From an optimization exercise on the open Yosys and OpenROAD flow, aimed at small area, a short achievable clock period and few clock cycles; shortcuts taken in it are not production practice. Function was checked by simulation only, so behaviour that the tests miss may differ from the original. No activity file was given, so power comes from the tool's default toggle rates.

==> inputs of run K <==
==> flow/design.v <==
`default_nettype none
package sti_pkg;
    localparam int TABLE_DEPTH = 64;
    localparam int VALUE_WIDTH = 32;
    localparam int ADDR_WIDTH  = $clog2(TABLE_DEPTH);
    localparam int CNT_WIDTH   = $clog2(TABLE_DEPTH + 1);
    localparam logic [1:0] REQ_INSERT = 2'd0;
    localparam logic [1:0] REQ_REMOVE = 2'd1;
    localparam logic [1:0] REQ_DUMP   = 2'd2;
    localparam logic [1:0] ST_OK     = 2'd0;
    localparam logic [1:0] ST_FULL   = 2'd1;
    localparam logic [1:0] ST_BADIDX = 2'd2;
    localparam logic [1:0] ST_EMPTY  = 2'd3;
    typedef struct packed {
        logic [1:0]               req_type;
        logic signed [VALUE_WIDTH-1:0] value;
        logic [ADDR_WIDTH-1:0]    index;
    } req_t;
    typedef struct packed {
        logic signed [VALUE_WIDTH-1:0] data;
        logic [1:0]               status;
        logic                     last;
        logic [CNT_WIDTH-1:0]     count;
    } rsp_t;
endpackage
`default_nettype wire
`default_nettype none
module sti_store
(
    input  wire logic                                          clk,
    input  wire logic [sti_pkg::TABLE_DEPTH-1:0]               take_next,
    input  wire logic [sti_pkg::TABLE_DEPTH-1:0]               take_val,
    input  wire logic [sti_pkg::VALUE_WIDTH-1:0]               wval,
    input  wire logic [sti_pkg::TABLE_DEPTH-1:0]               rsel,
    output logic      [sti_pkg::VALUE_WIDTH-1:0]               rdata,
    output logic      [sti_pkg::TABLE_DEPTH-1:0][sti_pkg::VALUE_WIDTH-1:0] q
);
    localparam int N = sti_pkg::TABLE_DEPTH;
    localparam int W = sti_pkg::VALUE_WIDTH;
    for (genvar i = 0; i < N; i++)
    begin : g_slot
        logic [W-1:0] ent;
        logic         hold;
        assign hold = ~(take_next[i] | take_val[i]);
        always_ff @(posedge clk)
        begin
            ent <= ({W{take_next[i]}} & q[(i + 1) % N])
                 | ({W{take_val[i]}}  & wval)
                 | ({W{hold}}         & ent);
        end
        assign q[i] = ent;
    end
    always_comb
    begin
        rdata = '0;
        for (int i = 0; i < N; i++)
            rdata = rdata | ({W{rsel[i]}} & q[i]);
    end
endmodule
`default_nettype wire
`default_nettype none
module sti_gt
(
    input  wire logic [sti_pkg::VALUE_WIDTH-1:0] a,
    input  wire logic [sti_pkg::VALUE_WIDTH-1:0] nb,
    output logic                                 gt
);
    localparam int W = sti_pkg::VALUE_WIDTH;
    logic [W-1:0] aa;
    logic [W-1:0] g, p;
    assign aa = {~a[W-1], a[W-2:0]};
    always_comb
    begin
        g = aa & nb;
        p = aa | nb;
        for (int w = W; w > 1; w = w / 2)
        begin
            for (int i = 0; i < W / 2; i++)
            begin
                if (i < w / 2)
                begin
                    g[i] = g[2*i+1] | (p[2*i+1] & g[2*i]);
                    p[i] = p[2*i+1] & p[2*i];
                end
            end
        end
        gt = g[0];
    end
endmodule
`default_nettype wire
`default_nettype none
module sorted_table_insert_remove
(
    input  wire logic                   clk,
    input  wire logic                   rst_n,
    input  wire logic                   req_valid,
    output logic                        req_ready,
    input  wire logic [1:0]             req_type,
    input  wire logic [sti_pkg::VALUE_WIDTH-1:0] req_value,
    input  wire logic [sti_pkg::ADDR_WIDTH-1:0]  req_index,
    output logic                        rsp_valid,
    input  wire logic                   rsp_ready,
    output logic [sti_pkg::VALUE_WIDTH-1:0]      rsp_data,
    output logic [1:0]                  rsp_status,
    output logic                        rsp_last,
    output logic [sti_pkg::CNT_WIDTH-1:0]        rsp_count
);
    localparam int N  = sti_pkg::TABLE_DEPTH;
    localparam int W  = sti_pkg::VALUE_WIDTH;
    localparam int AW = sti_pkg::ADDR_WIDTH;
    localparam int CW = sti_pkg::CNT_WIDTH;
    logic          r_vld;
    logic [1:0]    r_type;
    logic [W-1:0]  r_val;
    logic [W-1:0]  r_nval;        
    logic [AW-1:0] r_idx;
    logic [AW:0]   r_s;           
    logic          x_vld;
    logic [1:0]    x_type;
    logic [W-1:0]  x_val;
    logic          x_ok;          
    logic [N-1:0]  x_m;           
    logic [N-1:0]  x_sel;         
    logic [AW-1:0] base_reg;      
    logic [AW-1:0] end_reg;       
    logic [CW-1:0] cnt_reg;
    logic [N-1:0]  vld_reg;       
    logic          dl_reg;        
    logic [AW-1:0] dj_reg;        
    logic          v0_reg, v1_reg;
    logic          busy_reg;      
    sti_pkg::rsp_t o0_reg, o1_reg;
    logic x_ins, x_rm, x_dmp, x_nop;
    logic full, empty, badidx, space, dmp_last;
    logic fire, x_done, x_free, r_free, do_ins, do_rm, pop;
    assign x_ins    = (x_type == sti_pkg::REQ_INSERT);
    assign x_rm     = (x_type == sti_pkg::REQ_REMOVE);
    assign x_dmp    = (x_type == sti_pkg::REQ_DUMP);
    assign x_nop    = (x_type == 2'd3);
    assign full     = cnt_reg[CW-1];
    assign empty    = (cnt_reg == '0);
    assign badidx   = ~x_ok;
    assign space    = ~v1_reg;
    assign dmp_last = dl_reg;
    assign fire     = x_vld & space & ~x_nop;
    assign x_done   = x_vld & (x_nop | (space & (~x_dmp | dmp_last)));
    assign x_free   = ~x_vld | x_done;
    assign r_free   = ~busy_reg;
    assign do_ins   = x_vld & space & x_ins & x_ok;
    assign do_rm    = x_vld & space & x_rm & x_ok;
    assign pop      = v0_reg & rsp_ready;
    assign req_ready = ~busy_reg;
    logic [N-1:0]        take_next, take_val, hm1, em1;
    logic [W-1:0]        rdata;
    logic [N-1:0][W-1:0] q;
    logic [AW-1:0]       base_m1;
    logic [AW-1:0]       end_m1;
    assign base_m1 = base_reg - AW'(1);
    assign end_m1  = end_reg - AW'(1);
    always_comb
    begin
        for (int i = 0; i < N; i++)
        begin
            hm1[i]       = (AW'(i + 1) == base_reg);
            em1[i]       = (AW'(i + 1) == end_reg);
            take_next[i] = (do_ins & x_m[(i + 1) % N]) | (do_rm & x_m[i]);
            take_val[i]  = do_ins & ~x_m[(i + 1) % N] & (x_m[i] | hm1[i]);
        end
    end
    sti_store u_store (
        .clk       (clk),
        .take_next (take_next),
        .take_val  (take_val),
        .wval      (x_val),
        .rsel      (x_sel),
        .rdata     (rdata),
        .q         (q)
    );
    sti_pkg::rsp_t pd;
    always_comb
    begin
        pd.data   = '0;
        pd.status = sti_pkg::ST_OK;
        pd.last   = 1'b1;
        pd.count  = cnt_reg;
        unique case (x_type)
            sti_pkg::REQ_INSERT:
            begin
                if (full)
                    pd.status = sti_pkg::ST_FULL;
                else
                    pd.count = cnt_reg + CW'(1);
            end
            sti_pkg::REQ_REMOVE:
            begin
                if (badidx)
                    pd.status = sti_pkg::ST_BADIDX;
                else
                begin
                    pd.data  = rdata;
                    pd.count = cnt_reg - CW'(1);
                end
            end
            default:
            begin
                if (empty)
                    pd.status = sti_pkg::ST_EMPTY;
                else
                begin
                    pd.data = rdata;
                    pd.last = dl_reg;
                end
            end
        endcase
    end
    logic [CW-1:0] cnt_next;
    logic [AW-1:0] base_next, end_next, dj_next;
    always_comb
    begin
        cnt_next  = cnt_reg;
        base_next = base_reg;
        end_next  = end_reg;
        if (do_ins)
        begin
            cnt_next  = cnt_reg + CW'(1);
            base_next = base_m1;
        end
        else if (do_rm)
        begin
            cnt_next = cnt_reg - CW'(1);
            end_next = end_m1;
        end
        dj_next = dj_reg;
        if (x_free)
            dj_next = '0;
        else if (fire & x_dmp)
            dj_next = dj_reg + AW'(1);
    end
    logic [W-1:0]  nval;
    logic [N-1:0]  gt, le, le_next, ge_base, ge_rs, vld_next, prefix0, prefix, m_ins, m_rm;
    logic          gt_x;
    logic          rs_carry;
    logic [AW-1:0] rs0;
    logic [N-1:0]  oh_rs0, oh_base, sel_next;
    logic          r_dmp, ok_next;
    logic [AW:0]   r_s_next;
    assign nval = r_nval;
    for (genvar i = 0; i < N; i++)
    begin : g_cmp
        sti_gt u_gt (.a(q[i]), .nb(nval), .gt(gt[i]));
    end
    sti_gt u_gt_x (.a(x_val), .nb(nval), .gt(gt_x));
    assign le    = ~gt;
    assign r_dmp = (r_type == sti_pkg::REQ_DUMP);
    assign {rs_carry, rs0} = r_s;
    function automatic logic [N-1:0] therm(input logic [AW-1:0] a);
        logic [7:0] hi_eq, hi_gt, lo_ge;
        logic       acc;
        for (int k = 0; k < 8; k++)
        begin
            hi_eq[k] = (a[AW-1:3] == 3'(k));
            lo_ge[k] = (a[2:0] <= 3'(k));
        end
        acc = 1'b0;
        for (int k = 0; k < 8; k++)
        begin
            hi_gt[k] = acc;
            acc      = acc | hi_eq[k];
        end
        for (int i = 0; i < N; i++)
            therm[i] = hi_gt[i / 8] | (hi_eq[i / 8] & lo_ge[i % 8]);
    endfunction
    always_comb
    begin
        for (int i = 0; i < N; i++)
        begin
            oh_rs0[i]  = (AW'(i) == rs0);
            oh_base[i] = (AW'(i) == base_reg);
        end
        for (int i = 0; i < N; i++)
        begin
            if (r_dmp)
                sel_next[i] = do_ins ? hm1[i] : oh_base[i];
            else
                sel_next[i] = do_ins ? oh_rs0[(i + 1) % N] : oh_rs0[i];
        end
    end
    assign r_s_next = {1'b0, base_next} + {1'b0, req_index};
    always_comb
    begin
        vld_next = (vld_reg | ({N{do_ins}} & hm1)) & ~({N{do_rm}} & em1);
        for (int i = 0; i < N; i++)
        begin
            if (take_next[i])
                le_next[i] = le[(i + 1) % N];
            else if (take_val[i])
                le_next[i] = ~gt_x;
            else
                le_next[i] = le[i];
        end
        ge_base = therm(base_reg);
        ge_rs   = therm(rs0);
        if (rs_carry)
            prefix0 = ge_base | ~ge_rs;
        else
            prefix0 = ge_base & ~ge_rs;
        for (int i = 0; i < N; i++)
            prefix[i] = do_ins ? prefix0[(i + 1) % N] : prefix0[i];
        m_ins = vld_next & le_next;
        m_rm  = vld_next & ~prefix;
        unique case (r_type)
            sti_pkg::REQ_INSERT:
                ok_next = do_ins ? (cnt_reg < CW'(N - 1)) : do_rm ? 1'b1 : ~full;
            default:
                ok_next = do_ins ? (CW'(r_idx) <= cnt_reg) : do_rm ? (CW'(r_idx) < cnt_reg - CW'(1))
                                                                   : (CW'(r_idx) < cnt_reg);
        endcase
    end
    logic dl_next;
    always_comb
    begin
        if (x_free)
            dl_next = do_ins ? (cnt_reg == '0) : do_rm ? (cnt_reg <= CW'(2)) : (cnt_reg <= CW'(1));
        else if (fire & x_dmp)
            dl_next = (CW'(dj_reg) + CW'(2) == cnt_reg);
        else
            dl_next = dl_reg;
    end
    logic r_vld_next, x_vld_next, v1_next, ready_next;
    logic [1:0] x_type_next;
    always_comb
    begin
        r_vld_next  = r_free ? req_valid : r_vld;
        x_vld_next  = x_free ? r_vld : x_vld;
        x_type_next = x_free ? r_type : x_type;
        v1_next     = pop ? 1'b0 : (fire ? v0_reg : v1_reg);
        ready_next  = ~r_vld_next | ~x_vld_next | (x_type_next == 2'd3)
                    | (~v1_next & ((x_type_next != sti_pkg::REQ_DUMP) | dl_next));
    end
    always_ff @(posedge clk or negedge rst_n)
    begin
        if (!rst_n)
        begin
            r_vld    <= 1'b0;
            busy_reg <= 1'b0;
            x_vld    <= 1'b0;
            base_reg <= '0;
            end_reg  <= '0;
            cnt_reg  <= '0;
            dj_reg   <= '0;
            dl_reg   <= 1'b1;
            vld_reg  <= '0;
            v0_reg   <= 1'b0;
            v1_reg   <= 1'b0;
        end
        else
        begin
            busy_reg <= ~ready_next;
            if (r_free)
                r_vld <= req_valid;
            if (x_free)
                x_vld <= r_vld;
            base_reg <= base_next;
            end_reg  <= end_next;
            cnt_reg  <= cnt_next;
            dj_reg   <= dj_next;
            dl_reg   <= dl_next;
            vld_reg  <= vld_next;
            if (pop)
            begin
                v0_reg <= v1_reg | fire;
                v1_reg <= 1'b0;
            end
            else if (fire)
            begin
                v0_reg <= 1'b1;
                v1_reg <= v0_reg;
            end
        end
    end
    always_ff @(posedge clk)
    begin
        if (r_free)
        begin
            r_type <= req_type;
            r_val  <= req_value;
            r_nval <= {req_value[W-1], ~req_value[W-2:0]};
            r_idx  <= req_index;
            r_s    <= r_s_next;
        end
        if (x_free)
        begin
            x_type <= r_type;
            x_val  <= r_val;
            x_ok   <= ok_next;
            x_m    <= (r_type == sti_pkg::REQ_REMOVE) ? m_rm : m_ins;
            x_sel  <= sel_next;
        end
        else if (fire & x_dmp)
            x_sel <= {x_sel[N-2:0], x_sel[N-1]};
        if (fire)
            o1_reg <= pd;
    end
    always_ff @(posedge clk or negedge rst_n)
    begin
        if (!rst_n)
            o0_reg <= '0;
        else if (fire & (~v0_reg | pop))
            o0_reg <= pd;
        else if (pop)
            o0_reg <= o1_reg;
    end
    assign rsp_valid  = v0_reg;
    assign rsp_data   = o0_reg.data;
    assign rsp_status = o0_reg.status;
    assign rsp_last   = o0_reg.last;
    assign rsp_count  = o0_reg.count;
endmodule
`default_nettype wire
==> flow/run.sh <==
#!/bin/bash
# synth_recipe.tcl (not shown) runs the flow's synth.tcl, then flattens the netlist and writes it again
# the make line also repeats each setting of config.mk as NAME=value (left out here)
make -C /OpenROAD-flow-scripts/flow DESIGN_CONFIG=/design/flow/config.mk WORK_HOME=/design/flow/orfs CLKGATE_MAP_FILE= SYNTH_SCRIPT=/design/flow/synth_recipe.tcl finish
==> flow/config.mk <==
export PLATFORM = sky130hd
export DESIGN_NAME = sorted_table_insert_remove
export DESIGN_NICKNAME = sorted_table_insert_remove
export VERILOG_FILES = /design/flow/design.v
export SDC_FILE = /design/flow/constraint.sdc
export NUM_CORES = 4
export LEC_CHECK = 0
export ABC_AREA = 1
export CAP_MARGIN = 20
export CORE_MARGIN = 2
export CORE_UTILIZATION = 28
export CTS_CLUSTER_DIAMETER = 100
export CTS_CLUSTER_SIZE = 40
export PLACE_DENSITY = 0.38
export SETUP_SLACK_MARGIN = 4.75
export SLEW_MARGIN = 20
export TNS_END_PERCENT = 100
==> flow/constraint.sdc <==
create_clock -name core_clock -period 8.0 [get_ports {clk}]
set_input_delay 1.6000 -clock core_clock [delete_from_list [all_inputs] [get_ports {clk}]]
set_output_delay 1.6000 -clock core_clock [all_outputs]
set_load 0.01 [all_outputs]
==> inputs of run M, as changes to run K <==
--- a/flow/design.v
+++ b/flow/design.v
@@ -129,5 +129,5 @@
     logic [AW-1:0] dj_reg;        
     logic          v0_reg, v1_reg;
-    logic          busy_reg;      
+    logic          ready_reg;     
     sti_pkg::rsp_t o0_reg, o1_reg;
     logic x_ins, x_rm, x_dmp, x_nop;
@@ -146,9 +146,9 @@
     assign x_done   = x_vld & (x_nop | (space & (~x_dmp | dmp_last)));
     assign x_free   = ~x_vld | x_done;
-    assign r_free   = ~busy_reg;
+    assign r_free   = ready_reg;
     assign do_ins   = x_vld & space & x_ins & x_ok;
     assign do_rm    = x_vld & space & x_rm & x_ok;
     assign pop      = v0_reg & rsp_ready;
-    assign req_ready = ~busy_reg;
+    assign req_ready = ready_reg;
     logic [N-1:0]        take_next, take_val, hm1, em1;
     logic [W-1:0]        rdata;
@@ -254,21 +254,4 @@
     assign r_dmp = (r_type == sti_pkg::REQ_DUMP);
     assign {rs_carry, rs0} = r_s;
-    function automatic logic [N-1:0] therm(input logic [AW-1:0] a);
-        logic [7:0] hi_eq, hi_gt, lo_ge;
-        logic       acc;
-        for (int k = 0; k < 8; k++)
-        begin
-            hi_eq[k] = (a[AW-1:3] == 3'(k));
-            lo_ge[k] = (a[2:0] <= 3'(k));
-        end
-        acc = 1'b0;
-        for (int k = 0; k < 8; k++)
-        begin
-            hi_gt[k] = acc;
-            acc      = acc | hi_eq[k];
-        end
-        for (int i = 0; i < N; i++)
-            therm[i] = hi_gt[i / 8] | (hi_eq[i / 8] & lo_ge[i % 8]);
-    endfunction
     always_comb
     begin
@@ -298,7 +281,7 @@
             else
                 le_next[i] = le[i];
+            ge_base[i] = (AW'(i) >= base_reg);
+            ge_rs[i]   = (AW'(i) >= rs0);
         end
-        ge_base = therm(base_reg);
-        ge_rs   = therm(rs0);
         if (rs_carry)
             prefix0 = ge_base | ~ge_rs;
@@ -343,5 +326,5 @@
         begin
             r_vld    <= 1'b0;
-            busy_reg <= 1'b0;
+            ready_reg <= 1'b1;
             x_vld    <= 1'b0;
             base_reg <= '0;
@@ -356,5 +339,5 @@
         else
         begin
-            busy_reg <= ~ready_next;
+            ready_reg <= ready_next;
             if (r_free)
                 r_vld <= req_valid;
ABC_AREA = unset   (was 1)
CORE_UTILIZATION = 50   (was 28)
CTS_CLUSTER_SIZE = 60   (was 40)
PLACE_DENSITY = 0.6   (was 0.38)
SETUP_SLACK_MARGIN = 4.7   (was 4.75)
==> impl_metrics.yaml <==
power:
  power_leader: "combinational cells"
  power_density_nw_per_um2: 543
final_layout:
  seq_area_share_pct: 31.1
  nNetsFinal: 22600
place:
  preCtsSetupSlack_ns: 3.26
timing:
  finalHoldViolCount: 0
  whs_ns: 0.421
run_status:
  status: "finished clean"
worst_setup_path:
  slowest_stage: "nand4_1"
logic_synthesis:
  ys_top_cells_by_count: "nand2_1 (8474), dfxtp_1 (2050), inv_1 (1949), nor2_1 (1914), o221ai_1 (1347)"
floorplanning:
  start_util_pct: 28.0
# the run above: run K

==> impl_metrics.yaml <==
place:
  preCtsSetupSlack_ns: 2.46
run_status:
  error_line: "[ERROR GRT-0116] Global routing finished with congestion. Check the congestion regions in the DRC Viewer."
  status: "stopped before the end"
  stop_stage: "5_1_grt"
logic_synthesis:
  synth-compound-area-share_pct: 34.6
  syn-num-nets: 18500
  synth_largest_area_cell: "dfxtp_1"
  ys_top_cells_by_count: "nand2_1 (4641), a22oi_1 (2233), dfxtp_1 (2050), clkbuf_1 (1343), nor2_1 (1147)"
global_routing:
  grt_util_met1_pct: 94.1
cts:
  root_buffer: "clkbuf_16"
  clockBufferDepth: 4
floorplanning:
  start_util_pct: 50.3
# the run above: run M

Testbench counts of run K, summed over its fixed seeds: cycles 10,718.
Testbench counts of run M, summed over its fixed seeds: cycles 10,718.

## static timing again, ports no longer ideal
No port has a modelled driver above. Below, the same layout with a new extraction and two added sets of constraints. Step 1 assumes that a clkbuf_16 drives the clock port and a buf_2 every other input. Step 2 times the ports against the registers' clock, not the clock port: input delays grow and output delays shrink by t, the midpoint of the rising clock arrivals with the driver on. a / b / c = ideal / step 1 / step 2; a / b = the first two.
run: run K
t, ns: 1.168
slack for setup (ns): 4.454 / 4.454 / 4.168
worst hold slack (ns): 0.421 / 0.359 / 0.421
worst setup path at the end: input to register
pins driven straight from the clock port: 1
After both steps setup and hold are still met in run K. The setup slack of run K moves by 0.000 ns with the drivers and by -0.286 ns with both steps.
